This design comes from an exercise in tuning for a short achievable clock period and few clock cycles on the open sky130 flow, not from production work. The RTL was checked by simulation tests, not by an equivalence proof against the original design.

==> inputs of harbor <==
==> flow/design.v <==
module mips_multi #(
  parameter int unsigned ADDR_W   = 32,
  parameter logic [31:0] RESET_PC = 32'h0000_0000
) (
  input  logic              clk,
  input  logic              rst,
  output logic              mem_req,
  output logic              mem_we,
  output logic [ADDR_W-1:0] mem_addr,
  output logic [31:0]       mem_wdata,
  input  logic [31:0]       mem_rdata,
  input  logic              mem_ready,
  output logic              halted,
  output logic [31:0]       retired
);
  localparam logic IC_EN = 1'b1;             
  localparam int IC_IW = 6;                  
  localparam int IC_N  = 1 << IC_IW;
  localparam int IC_TW = 30 - IC_IW;         
  function automatic logic [31:0] fadd(input logic [31:0] a, input logic [31:0] b,
                                       input logic cin);
    logic [31:0] p0, g, p;
    p0 = a ^ b;
    g  = a & b;
    g[0] = g[0] | (p0[0] & cin);
    p  = p0;
    for (int k = 0; k < 5; k++) begin
      for (int i = 31; i >= (1 << k); i--) begin
        g[i] = g[i] | (p[i] & g[i - (1 << k)]);
        p[i] = p[i] & p[i - (1 << k)];
      end
    end
    fadd = p0 ^ {g[30:0], cin};
  endfunction
  logic [31:0] r_regs [32];
  logic        f_need;      
  logic        f_pend;      
  logic [31:0] r_fpc;
  logic        x_valid;
  logic        x_halt;
  logic        x_wr;        
  logic [4:0]  x_rd;        
  logic [4:0]  x_rs;        
  logic [4:0]  x_rt;
  logic [4:0]  x_rd_ld;     
  logic        x_mem;       
  logic        x_ld;
  logic        x_sw;
  logic        x_link;      
  logic        x_sub;
  logic        x_and;
  logic        x_or;
  logic        x_slt;
  logic [31:0] x_a;
  logic [31:0] x_b;
  logic [31:0] x_op2;       
  logic [31:0] x_imm;
  logic [31:0] x_pc;        
  logic [31:0] x_pc4;
  logic [31:0] x_pc8;
  logic [31:0] x_npc;       
  logic        x_nseq;      
  logic        m_valid;
  logic        m_we;
  logic [4:0]  m_rt;        
  logic [31:0] m_addr;
  logic [31:0] m_wdata;
  logic              ic_v   [IC_N];
  logic [IC_TW-1:0]  ic_tag [IC_N];
  logic [31:0]       ic_dat [IC_N];
  logic              fl_v;
  logic [31:0]       fl_a;
  logic [31:0]       fl_d;
  logic              pb_v;
  logic [31:0]       pb_a;
  logic [31:0]       pb_d;
  logic        r_halted;
  logic [31:0] r_retired;
  logic [31:0] w_sum;
  logic        w_lt;
  logic [31:0] w_res;
  assign w_sum = fadd(x_a, x_op2, x_sub);
  assign w_lt  = (x_a[31] != x_b[31]) ? x_a[31] : w_sum[31];
  always_comb begin
    if (x_link)      w_res = x_pc4;
    else if (x_and)  w_res = x_a & x_b;
    else if (x_or)   w_res = x_a | x_b;
    else if (x_slt)  w_res = {31'd0, w_lt};
    else             w_res = w_sum;
  end
  logic w_use_m;      
  logic w_dep;        
  logic w_x_run;      
  logic w_x_go;       
  logic w_use_f;      
  logic w_pb_try;     
  logic [31:0] w_fa;  
  assign w_use_m  = m_valid && !f_pend;
  assign w_dep    = m_valid && (m_rt != 5'd0) &&
                    ((m_rt == x_rs) || (m_rt == x_rt) || (m_rt == x_rd));
  assign w_x_run  = x_valid && !x_halt && !w_dep;
  assign w_x_go   = w_x_run && (!m_valid || (!f_pend && (!x_mem || mem_ready)));
  assign w_use_f  = f_pend || (!m_valid && (f_need || w_x_go));
  assign w_pb_try = pb_v && w_use_m && w_x_go && (pb_a == x_pc4);
  assign w_fa     = x_valid ? x_npc : r_fpc;
  logic o_req, o_selm, o_selx, o_we, o_halted;
  always_comb begin
    mem_req   = 1'b0;
    mem_we    = o_we;
    mem_addr  = o_selm ? m_addr[ADDR_W-1:0] : (o_selx ? x_npc[ADDR_W-1:0] : r_fpc[ADDR_W-1:0]);
    mem_wdata = m_wdata;
    if (!rst) mem_req = o_req;
  end
  logic w_m_done;
  logic w_f_done;
  logic w_m_ld;
  assign w_m_done = w_use_m && mem_ready;
  assign w_f_done = w_use_f && mem_ready;
  assign w_m_ld   = w_m_done && !m_we && (m_rt != 5'd0);
  assign halted  = o_halted;
  assign retired = r_retired;
  logic [31:0] w_ir;
  logic [5:0]  w_op;
  logic [5:0]  w_fn;
  logic [4:0]  w_rs;
  logic [4:0]  w_rt;
  logic [4:0]  w_rdf;
  logic [31:0] w_simm;
  logic        w_is_r, w_r_alu;
  logic        w_is_jr, w_is_jmp, w_is_beq;
  logic [31:0] w_rs_val;
  logic [31:0] w_rt_val;
  assign w_ir   = (IC_EN && w_use_m) ? pb_d : mem_rdata;
  assign w_op   = w_ir[31:26];
  assign w_fn   = w_ir[5:0];
  assign w_rs   = w_ir[25:21];
  assign w_rt   = w_ir[20:16];
  assign w_rdf  = w_ir[15:11];
  assign w_simm = {{16{w_ir[15]}}, w_ir[15:0]};
  assign w_is_r = (w_op == 6'h00);
  assign w_r_alu = w_is_r && ((w_fn == 6'h20) || (w_fn == 6'h22) || (w_fn == 6'h24) ||
                              (w_fn == 6'h25) || (w_fn == 6'h2A));
  assign w_is_jr  = w_is_r && (w_fn == 6'h08);
  assign w_is_jmp = (w_op == 6'h02) || (w_op == 6'h03);
  assign w_is_beq = (w_op == 6'h04);
  logic w_xw;
  assign w_xw = w_x_run && x_wr;
  assign w_rs_val = (w_rs == 5'd0) ? 32'd0 :
                    (w_xw && (x_rd == w_rs)) ? w_res :
                    (w_m_ld && (m_rt == w_rs)) ? mem_rdata : r_regs[w_rs];
  assign w_rt_val = (w_rt == 5'd0) ? 32'd0 :
                    (w_xw && (x_rd == w_rt)) ? w_res :
                    (w_m_ld && (m_rt == w_rt)) ? mem_rdata : r_regs[w_rt];
  logic [31:0] w_fa4, w_bt, w_jt, w_npc;
  logic        w_eq, w_nseq;
  assign w_fa4  = fadd(w_fa, 32'd4, 1'b0);
  assign w_bt   = fadd(w_fa4, {w_simm[29:0], 2'b00}, 1'b0);
  assign w_jt   = {w_fa4[31:28], w_ir[25:0], 2'b00};
  assign w_eq   = (w_rs_val == w_rt_val);
  always_comb begin
    if (w_is_jr)                 w_npc = w_rs_val;
    else if (w_is_jmp)           w_npc = w_jt;
    else if (w_is_beq && w_eq)   w_npc = w_bt;
    else                         w_npc = w_fa4;
  end
  assign w_nseq = w_is_jr || w_is_jmp || (w_is_beq && w_eq);
  logic [4:0] w_dst;
  logic       w_wr;
  logic       w_use_rs, w_use_rt;
  always_comb begin
    w_dst = 5'd0;
    if (w_r_alu)            w_dst = w_rdf;
    else if (w_op == 6'h08) w_dst = w_rt;
    else if (w_op == 6'h03) w_dst = 5'd31;
    w_wr = (w_dst != 5'd0);
    w_use_rs = (w_is_r && (w_r_alu || w_is_jr)) || (w_op == 6'h08) ||
               (w_op == 6'h23) || (w_op == 6'h2B) || w_is_beq;
    w_use_rt = w_r_alu || (w_op == 6'h2B) || w_is_beq;
  end
  logic w_fsub;
  assign w_fsub = w_is_r && ((w_fn == 6'h22) || (w_fn == 6'h2A));
  always_ff @(posedge clk) begin
    if (rst) begin
      for (int i = 0; i < 32; i++) r_regs[i] <= 32'd0;
    end else begin
      for (int i = 1; i < 32; i++) begin
        if (w_m_ld && (m_rt == 5'(i)))      r_regs[i] <= mem_rdata;
        else if (w_xw && (x_rd == 5'(i)))   r_regs[i] <= w_res;
      end
    end
  end
  logic [IC_IW-1:0] w_lk_i;
  logic             w_lk_hit;
  assign w_lk_i   = x_pc8[IC_IW+1:2];
  assign w_lk_hit = ic_v[w_lk_i] && (ic_tag[w_lk_i] == x_pc8[31:IC_IW+2]);
  always_ff @(posedge clk) begin
    if (rst) begin
      for (int i = 0; i < IC_N; i++) ic_v[i] <= 1'b0;
      fl_v <= 1'b0;
      pb_v <= 1'b0;
    end else begin
      fl_v <= w_f_done;
      if (fl_v) ic_v[fl_a[IC_IW+1:2]] <= 1'b1;
      pb_v <= IC_EN && w_x_go && x_mem && w_lk_hit;
    end
  end
  always_ff @(posedge clk) begin
    fl_a <= w_fa;
    fl_d <= mem_rdata;
    if (fl_v) begin
      ic_tag[fl_a[IC_IW+1:2]] <= fl_a[31:IC_IW+2];
      ic_dat[fl_a[IC_IW+1:2]] <= fl_d;
    end
    pb_a <= x_pc8;
    pb_d <= ic_dat[w_lk_i];
  end
  logic w_f_load;    
  assign w_f_load = w_use_f || w_pb_try;
  logic n_f_pend, n_m_valid, n_m_we, n_x_valid, n_f_need, n_x_halt, n_halted;
  always_comb begin
    n_f_pend  = w_use_f && !mem_ready;
    n_m_valid = m_valid;
    n_m_we    = m_we;
    n_x_valid = x_valid;
    n_f_need  = f_need;
    n_x_halt  = x_halt;
    if (w_m_done) begin
      n_m_valid = 1'b0;
      if (x_valid && w_dep) begin
        n_x_valid = 1'b0;
        n_f_need  = 1'b1;
      end
    end
    if (w_x_go) begin
      n_x_valid = 1'b0;
      n_f_need  = 1'b1;
      if (x_mem) begin
        n_m_valid = 1'b1;
        n_m_we    = x_sw;
      end
    end
    if (w_f_load) begin
      n_x_valid = w_use_f ? mem_ready : !x_nseq;
      if (w_use_f ? mem_ready : !x_nseq) n_f_need = 1'b0;
      n_x_halt  = (w_op == 6'h3F);
    end
    n_halted = r_halted || (x_valid && x_halt && !m_valid);
  end
  always_ff @(posedge clk) begin
    if (rst) begin
      o_req    <= 1'b1;
      o_selm   <= 1'b0;
      o_selx   <= 1'b0;
      o_we     <= 1'b0;
      o_halted <= 1'b0;
    end else begin
      o_req    <= n_m_valid || n_f_pend || n_f_need || (n_x_valid && !n_x_halt);
      o_selm   <= n_m_valid && !n_f_pend;
      o_selx   <= n_x_valid && !(n_m_valid && !n_f_pend);
      o_we     <= n_m_valid && !n_f_pend && n_m_we;
      o_halted <= n_halted || (n_x_valid && n_x_halt && !n_m_valid);
    end
  end
  always_ff @(posedge clk) begin
    if (rst) begin
      f_need    <= 1'b1;
      f_pend    <= 1'b0;
      r_fpc     <= RESET_PC;
      x_valid   <= 1'b0;
      x_halt    <= 1'b0;
      x_wr      <= 1'b0;
      x_rd      <= 5'd0;
      x_rs      <= 5'd0;
      x_rt      <= 5'd0;
      x_rd_ld   <= 5'd0;
      x_mem     <= 1'b0;
      x_ld      <= 1'b0;
      x_sw      <= 1'b0;
      x_link    <= 1'b0;
      x_sub     <= 1'b0;
      x_and     <= 1'b0;
      x_or      <= 1'b0;
      x_slt     <= 1'b0;
      x_a       <= 32'd0;
      x_b       <= 32'd0;
      x_op2     <= 32'd0;
      x_imm     <= 32'd0;
      x_pc      <= 32'd0;
      x_pc4     <= 32'd0;
      x_pc8     <= 32'd0;
      x_npc     <= 32'd0;
      x_nseq    <= 1'b0;
      m_valid   <= 1'b0;
      m_we      <= 1'b0;
      m_rt      <= 5'd0;
      m_addr    <= 32'd0;
      m_wdata   <= 32'd0;
      r_halted  <= 1'b0;
      r_retired <= 32'd0;
    end else begin
      f_pend <= w_use_f && !mem_ready;
      if (w_m_done) begin
        m_valid <= 1'b0;
        if (x_valid && w_dep) begin
          x_valid <= 1'b0;
          r_fpc   <= x_pc;
          f_need  <= 1'b1;
        end
      end
      if (w_x_go) begin
        r_retired <= r_retired + 32'd1;
        x_valid   <= 1'b0;
        r_fpc     <= x_npc;
        f_need    <= 1'b1;
        if (x_mem) begin
          m_valid <= 1'b1;
          m_we    <= x_sw;
          m_rt    <= x_ld ? x_rd_ld : 5'd0;
          m_addr  <= fadd(x_a, x_imm, 1'b0);
          m_wdata <= x_b;
        end
      end
      if (x_valid && x_halt && !m_valid) r_halted <= 1'b1;
      if (w_f_load) begin
        x_valid  <= w_use_f ? mem_ready : !x_nseq;
        if (w_use_f ? mem_ready : !x_nseq) f_need <= 1'b0;
        x_halt   <= (w_op == 6'h3F);
        x_wr     <= w_wr;
        x_rd     <= w_dst;
        x_rs     <= w_use_rs ? w_rs : 5'd0;
        x_rt     <= w_use_rt ? w_rt : 5'd0;
        x_rd_ld  <= w_rt;
        x_mem    <= (w_op == 6'h23) || (w_op == 6'h2B);
        x_ld     <= (w_op == 6'h23);
        x_sw     <= (w_op == 6'h2B);
        x_link   <= (w_op == 6'h03);
        x_sub    <= w_fsub;
        x_and    <= w_is_r && (w_fn == 6'h24);
        x_or     <= w_is_r && (w_fn == 6'h25);
        x_slt    <= w_is_r && (w_fn == 6'h2A);
        x_a      <= w_rs_val;
        x_b      <= w_rt_val;
        x_op2    <= !w_is_r ? w_simm : (w_fsub ? ~w_rt_val : w_rt_val);
        x_imm    <= w_simm;
        x_pc     <= w_fa;
        x_pc4    <= w_fa4;
        x_pc8    <= fadd(w_fa4, 32'd4, 1'b0);
        x_npc    <= w_npc;
        x_nseq   <= w_nseq;
      end
    end
  end
endmodule
==> flow/run.sh <==
#!/bin/bash
# synth_recipe.tcl (not shown) runs the flow's synth.tcl, then flattens the netlist and writes it again
# the make line also repeats each setting of config.mk as NAME=value (left out here)
make -C /OpenROAD-flow-scripts/flow DESIGN_CONFIG=/design/flow/config.mk WORK_HOME=/design/flow/orfs CLKGATE_MAP_FILE= SYNTH_SCRIPT=/design/flow/synth_recipe.tcl finish
==> flow/config.mk <==
export PLATFORM = sky130hd
export DESIGN_NAME = mips_multi
export DESIGN_NICKNAME = mips_multi
export VERILOG_FILES = /design/flow/design.v
export SDC_FILE = /design/flow/constraint.sdc
export NUM_CORES = 4
export LEC_CHECK = 0
export ABC_CLOCK_PERIOD_IN_PS = 3500
export CAP_MARGIN = 20
export CORE_MARGIN = 2
export CORE_UTILIZATION = 35
export GPL_ROUTABILITY_DRIVEN = 1
export SETUP_SLACK_MARGIN = 4.4
export SLEW_MARGIN = 20
export TNS_END_PERCENT = 20
==> flow/constraint.sdc <==
create_clock -name core_clock -period 8.0 [get_ports {clk}]
set_input_delay 1.6000 -clock core_clock [delete_from_list [all_inputs] [get_ports {clk}]]
set_output_delay 1.6000 -clock core_clock [all_outputs]
set_load 0.01 [all_outputs]
==> inputs of raven, as changes to harbor <==
--- a/flow/design.v
+++ b/flow/design.v
@@ -38,2 +38,6 @@
   logic [31:0] r_fpc;
+  logic [31:0] r_fpc4;      
+  logic        r_sq;        
+  logic [31:0] r_fix;       
+  logic [31:0] r_fix4;
   logic        x_valid;
@@ -60,3 +64,8 @@
   logic [31:0] x_pc8;
-  logic [31:0] x_npc;       
+  logic [31:0] x_nb;        
+  logic [31:0] x_nb4;       
+  logic [31:0] x_bt;        
+  logic        x_takeb;     
+  logic        x_beq;
+  logic        x_jr;
   logic        x_nseq;      
@@ -76,2 +85,3 @@
   logic [31:0]       pb_d;
+  logic        r_irsel;     
   logic        r_halted;
@@ -104,4 +114,14 @@
   assign w_pb_try = pb_v && w_use_m && w_x_go && (pb_a == x_pc4);
-  assign w_fa     = x_valid ? x_npc : r_fpc;
-  logic o_req, o_selm, o_selx, o_we, o_halted;
+  logic        w_xeq, w_mis;
+  logic [31:0] w_cnpc, w_cnpc4;
+  assign w_xeq   = (x_a == x_b);
+  assign w_mis   = x_beq && (w_xeq != x_takeb);
+  assign w_cnpc  = w_xeq ? x_bt : x_pc4;
+  assign w_cnpc4 = w_xeq ? fadd(x_bt, 32'd4, 1'b0) : x_pc8;
+  logic [31:0] w_xnpc, w_xnpc4;
+  assign w_xnpc   = x_takeb ? x_bt : x_nb;
+  assign w_xnpc4  = x_takeb ? fadd(x_bt, 32'd4, 1'b0) :
+                    x_jr    ? fadd(x_nb, 32'd4, 1'b0) : x_nb4;
+  assign w_fa     = x_valid ? w_xnpc : r_fpc;
+  logic o_req, o_selm, o_selt, o_seln, o_self, o_we, o_halted;
   always_comb begin
@@ -109,3 +129,4 @@
     mem_we    = o_we;
-    mem_addr  = o_selm ? m_addr[ADDR_W-1:0] : (o_selx ? x_npc[ADDR_W-1:0] : r_fpc[ADDR_W-1:0]);
+    mem_addr  = ({ADDR_W{o_selm}} & m_addr[ADDR_W-1:0]) | ({ADDR_W{o_selt}} & x_bt[ADDR_W-1:0]) |
+                ({ADDR_W{o_seln}} & x_nb[ADDR_W-1:0]) | ({ADDR_W{o_self}} & r_fpc[ADDR_W-1:0]);
     mem_wdata = m_wdata;
@@ -132,3 +153,3 @@
   logic [31:0] w_rt_val;
-  assign w_ir   = (IC_EN && w_use_m) ? pb_d : mem_rdata;
+  assign w_ir   = r_irsel ? pb_d : mem_rdata;
   assign w_op   = w_ir[31:26];
@@ -147,21 +168,35 @@
   assign w_xw = w_x_run && x_wr;
-  assign w_rs_val = (w_rs == 5'd0) ? 32'd0 :
-                    (w_xw && (x_rd == w_rs)) ? w_res :
-                    (w_m_ld && (m_rt == w_rs)) ? mem_rdata : r_regs[w_rs];
-  assign w_rt_val = (w_rt == 5'd0) ? 32'd0 :
-                    (w_xw && (x_rd == w_rt)) ? w_res :
-                    (w_m_ld && (m_rt == w_rt)) ? mem_rdata : r_regs[w_rt];
-  logic [31:0] w_fa4, w_bt, w_jt, w_npc;
-  logic        w_eq, w_nseq;
-  assign w_fa4  = fadd(w_fa, 32'd4, 1'b0);
+  logic [31:0] w_rs_rf, w_rt_rf;
+  always_comb begin
+    w_rs_rf = 32'd0;
+    w_rt_rf = 32'd0;
+    for (int i = 1; i < 32; i++) begin
+      w_rs_rf = w_rs_rf | ({32{w_rs == 5'(i)}} & r_regs[i]);
+      w_rt_rf = w_rt_rf | ({32{w_rt == 5'(i)}} & r_regs[i]);
+    end
+  end
+  assign w_rs_val = (w_xw && (x_rd == w_rs)) ? w_res :
+                    (w_m_ld && (m_rt == w_rs)) ? mem_rdata : w_rs_rf;
+  assign w_rt_val = (w_xw && (x_rd == w_rt)) ? w_res :
+                    (w_m_ld && (m_rt == w_rt)) ? mem_rdata : w_rt_rf;
+  logic [31:0] w_fa4, w_fa8, w_bt, w_jt, w_nb, w_nb4;
+  logic        w_takeb, w_nseq;
+  assign w_fa4  = x_valid ? w_xnpc4 : r_fpc4;
+  assign w_fa8  = fadd(w_fa4, 32'd4, 1'b0);
   assign w_bt   = fadd(w_fa4, {w_simm[29:0], 2'b00}, 1'b0);
   assign w_jt   = {w_fa4[31:28], w_ir[25:0], 2'b00};
-  assign w_eq   = (w_rs_val == w_rt_val);
   always_comb begin
-    if (w_is_jr)                 w_npc = w_rs_val;
-    else if (w_is_jmp)           w_npc = w_jt;
-    else if (w_is_beq && w_eq)   w_npc = w_bt;
-    else                         w_npc = w_fa4;
+    if (w_is_jr) begin
+      w_nb  = w_rs_val;
+      w_nb4 = w_fa8;            
+    end else if (w_is_jmp) begin
+      w_nb  = w_jt;
+      w_nb4 = fadd(w_jt, 32'd4, 1'b0);
+    end else begin
+      w_nb  = w_fa4;
+      w_nb4 = w_fa8;
+    end
   end
-  assign w_nseq = w_is_jr || w_is_jmp || (w_is_beq && w_eq);
+  assign w_takeb = w_is_beq && (w_ir[15] || (w_rs == w_rt));
+  assign w_nseq  = w_is_jr || w_is_jmp || w_takeb;
   logic [4:0] w_dst;
@@ -200,2 +235,3 @@
       pb_v <= 1'b0;
+      r_irsel <= 1'b0;
     end else begin
@@ -204,2 +240,3 @@
       pb_v <= IC_EN && w_x_go && x_mem && w_lk_hit;
+      r_irsel <= IC_EN && w_x_go && x_mem && w_lk_hit && n_m_valid && !n_f_pend;
     end
@@ -217,4 +254,8 @@
   logic w_f_load;    
+  logic w_sq;        
+  logic w_f_ok;      
   assign w_f_load = w_use_f || w_pb_try;
-  logic n_f_pend, n_m_valid, n_m_we, n_x_valid, n_f_need, n_x_halt, n_halted;
+  assign w_sq     = (w_x_go && w_mis) || (f_pend && r_sq);
+  assign w_f_ok   = (w_use_f ? mem_ready : !x_nseq) && !w_sq;
+  logic n_f_pend, n_m_valid, n_m_we, n_x_valid, n_f_need, n_x_halt, n_halted, n_takeb;
   always_comb begin
@@ -226,2 +267,3 @@
     n_x_halt  = x_halt;
+    n_takeb   = x_takeb;
     if (w_m_done) begin
@@ -242,5 +284,6 @@
     if (w_f_load) begin
-      n_x_valid = w_use_f ? mem_ready : !x_nseq;
-      if (w_use_f ? mem_ready : !x_nseq) n_f_need = 1'b0;
+      n_x_valid = w_f_ok;
+      if (w_f_ok) n_f_need = 1'b0;
       n_x_halt  = (w_op == 6'h3F);
+      n_takeb   = w_takeb;
     end
@@ -252,3 +295,5 @@
       o_selm   <= 1'b0;
-      o_selx   <= 1'b0;
+      o_selt   <= 1'b0;
+      o_seln   <= 1'b0;
+      o_self   <= 1'b1;
       o_we     <= 1'b0;
@@ -258,3 +303,5 @@
       o_selm   <= n_m_valid && !n_f_pend;
-      o_selx   <= n_x_valid && !(n_m_valid && !n_f_pend);
+      o_selt   <= n_x_valid && !(n_m_valid && !n_f_pend) && n_takeb;
+      o_seln   <= n_x_valid && !(n_m_valid && !n_f_pend) && !n_takeb;
+      o_self   <= !n_x_valid && !(n_m_valid && !n_f_pend);
       o_we     <= n_m_valid && !n_f_pend && n_m_we;
@@ -268,2 +315,3 @@
       r_fpc     <= RESET_PC;
+      r_fpc4    <= RESET_PC + 32'd4;
       x_valid   <= 1'b0;
@@ -290,3 +338,11 @@
       x_pc8     <= 32'd0;
-      x_npc     <= 32'd0;
+      x_nb      <= 32'd0;
+      x_nb4     <= 32'd0;
+      x_bt      <= 32'd0;
+      x_takeb   <= 1'b0;
+      x_beq     <= 1'b0;
+      x_jr      <= 1'b0;
+      r_sq      <= 1'b0;
+      r_fix     <= 32'd0;
+      r_fix4    <= 32'd0;
       x_nseq    <= 1'b0;
@@ -306,2 +362,3 @@
           r_fpc   <= x_pc;
+          r_fpc4  <= x_pc4;
           f_need  <= 1'b1;
@@ -312,4 +369,18 @@
         x_valid   <= 1'b0;
-        r_fpc     <= x_npc;
         f_need    <= 1'b1;
+        if (w_use_f && !mem_ready) begin
+          r_fpc   <= w_xnpc;
+          r_fpc4  <= w_xnpc4;
+          if (w_mis) begin
+            r_sq   <= 1'b1;
+            r_fix  <= w_cnpc;
+            r_fix4 <= w_cnpc4;
+          end
+        end else if (w_mis) begin
+          r_fpc   <= w_cnpc;
+          r_fpc4  <= w_cnpc4;
+        end else begin
+          r_fpc   <= w_xnpc;
+          r_fpc4  <= w_xnpc4;
+        end
         if (x_mem) begin
@@ -323,5 +394,12 @@
       if (x_valid && x_halt && !m_valid) r_halted <= 1'b1;
+      if (f_pend && r_sq && mem_ready) begin
+        r_sq   <= 1'b0;
+        r_fpc  <= r_fix;
+        r_fpc4 <= r_fix4;
+      end
       if (w_f_load) begin
-        x_valid  <= w_use_f ? mem_ready : !x_nseq;
-        if (w_use_f ? mem_ready : !x_nseq) f_need <= 1'b0;
+        x_valid  <= w_f_ok;
+        if (w_f_ok) f_need <= 1'b0;
+        x_beq    <= w_is_beq;
+        x_jr     <= w_is_jr;
         x_halt   <= (w_op == 6'h3F);
@@ -346,4 +424,7 @@
         x_pc4    <= w_fa4;
-        x_pc8    <= fadd(w_fa4, 32'd4, 1'b0);
-        x_npc    <= w_npc;
+        x_pc8    <= w_fa8;
+        x_nb     <= w_nb;
+        x_nb4    <= w_nb4;
+        x_bt     <= w_bt;
+        x_takeb  <= w_takeb;
         x_nseq   <= w_nseq;
- ABC_CLOCK_PERIOD_IN_PS: 3500 -> unset
- CELL_PAD_IN_SITES_DETAIL_PLACEMENT: unset -> 1
- CELL_PAD_IN_SITES_GLOBAL_PLACEMENT: unset -> 1
- CORE_UTILIZATION: 35 -> 30
- GPL_ROUTABILITY_DRIVEN: 1 -> unset
- PLACE_DENSITY: unset -> 0.45
- TNS_END_PERCENT: 20 -> 30
==> inputs of pepper, as changes to harbor <==
--- a/flow/design.v
+++ b/flow/design.v
@@ -15,3 +15,3 @@
 );
-  localparam logic IC_EN = 1'b1;             
+  localparam logic IC_EN = 1'b0;             
   localparam int IC_IW = 6;                  
@@ -147,8 +147,15 @@
   assign w_xw = w_x_run && x_wr;
-  assign w_rs_val = (w_rs == 5'd0) ? 32'd0 :
-                    (w_xw && (x_rd == w_rs)) ? w_res :
-                    (w_m_ld && (m_rt == w_rs)) ? mem_rdata : r_regs[w_rs];
-  assign w_rt_val = (w_rt == 5'd0) ? 32'd0 :
-                    (w_xw && (x_rd == w_rt)) ? w_res :
-                    (w_m_ld && (m_rt == w_rt)) ? mem_rdata : r_regs[w_rt];
+  logic [31:0] w_rs_rf, w_rt_rf;
+  always_comb begin
+    w_rs_rf = 32'd0;
+    w_rt_rf = 32'd0;
+    for (int i = 1; i < 32; i++) begin
+      w_rs_rf = w_rs_rf | ({32{w_rs == 5'(i)}} & r_regs[i]);
+      w_rt_rf = w_rt_rf | ({32{w_rt == 5'(i)}} & r_regs[i]);
+    end
+  end
+  assign w_rs_val = (w_xw && (x_rd == w_rs)) ? w_res :
+                    (w_m_ld && (m_rt == w_rs)) ? mem_rdata : w_rs_rf;
+  assign w_rt_val = (w_xw && (x_rd == w_rt)) ? w_res :
+                    (w_m_ld && (m_rt == w_rt)) ? mem_rdata : w_rt_rf;
   logic [31:0] w_fa4, w_bt, w_jt, w_npc;
- ABC_CLOCK_PERIOD_IN_PS: 3500 -> unset
- CORE_UTILIZATION: 35 -> 40
- GPL_ROUTABILITY_DRIVEN: 1 -> unset
- TNS_END_PERCENT: 20 -> unset
==> qor summary <==
Dominant synthesized flop cell: pepper dfxtp_1; raven edfxtp_1; harbor edfxtp_1
Post-Place Setup Slack: pepper 0.535 ns; raven 0.754 ns; harbor 0.229 ns
Compound-Gate Fraction of Synth Area: pepper 31.8%; raven 13.6%; harbor 12.7%
Area post-placement: pepper 84700 um2; raven 250000 um2; harbor 240000 um2
Multiplexer share of the synthesized area: pepper 2.21%; raven 12.3%; harbor 13.1%
Maximum number of buffers from clock root to sink: pepper 3; raven 4; harbor 4
Gpl congestion: pepper 1.12; raven 0.981; harbor 1.09
Avg Synthesized Cell Area: pepper 7.61 um2; raven 13.4 um2; harbor 13.7 um2
Die Span X: pepper 443 um; raven 882 um; harbor 801 um
Synth Area in Simple Gates: pepper 20.7%; raven 7.33%; harbor 6.90%
Share of the synthesized netlist area taken by xor and xnor gates: pepper 2.49%; raven 0.993%; harbor 1.16%
Buffers inserted by post-CTS timing repair: pepper 553; raven 801; harbor 519
Most area-hungry cell type in the Yosys netlist: pepper dfxtp_1; raven edfxtp_1; harbor edfxtp_1
CTS-repair resized insts: pepper 966; raven 1933; harbor 1247
Adder and majority gate portion of the synthesized area: pepper 1.63%; raven 0.912%; harbor 0.576%
Post-Place Cells: pepper 12300; raven 26800; harbor 24300
Result of the run: pepper aborted with a tool error; raven complete, but fails checks; harbor aborted with a tool error
Stage where the flow stopped: pepper global routing (5_1_grt); raven -; harbor global routing (5_1_grt)
Reasons for failing layout checks: pepper -; raven slew limit; harbor -
CTS Buf Count: pepper 165; raven 637; harbor 563
Die extent in y: pepper 443 um; raven 882 um; harbor 801 um
Fraction of the yosys area taken by sequential cells: pepper 35.6%; raven 61.9%; harbor 62.8%
Clock Sinks: pepper 1372; raven 5350; harbor 5184
Net Count, Synth: pepper 10300; raven 17500; harbor 16300
Register bit count reported by yosys: pepper 1372; raven 5350; harbor 5184
Maximum level of the CTS H-tree: pepper 4; raven 6; harbor 6
Testbench counts of harbor, summed over its fixed seeds: cycles 52,681.
Testbench counts of raven, summed over its fixed seeds: cycles 53,905.
Testbench counts of pepper, summed over its fixed seeds: cycles 58,692.

-- separate check: timing with driven ports --
Ports are ideal in the flow. The routed layout listed here was re-timed in OpenROAD. Step 1 sets driving cells, clkbuf_16 on the clock port and buf_2 on the other inputs (assumed; they add their load-dependent delay and slew). Step 2 moves the port delays by t, midway between the first and last clock arrival at a register: inputs arrive t later, outputs are due t later. That takes back most of the time a late clock gives input paths. a / b / c = no drivers / after step 1 / after step 2; a / b = the first two.
run: raven
shift t [ns]: 1.291
setup WS [ns]: 3.621 / 3.621 / 2.450
worst setup path after step 2: input to register
worst slew at a driven data input, ns: 0.45
For raven, drivers alone change the setup slack by 0.000 ns; drivers and shift together by -1.171 ns.
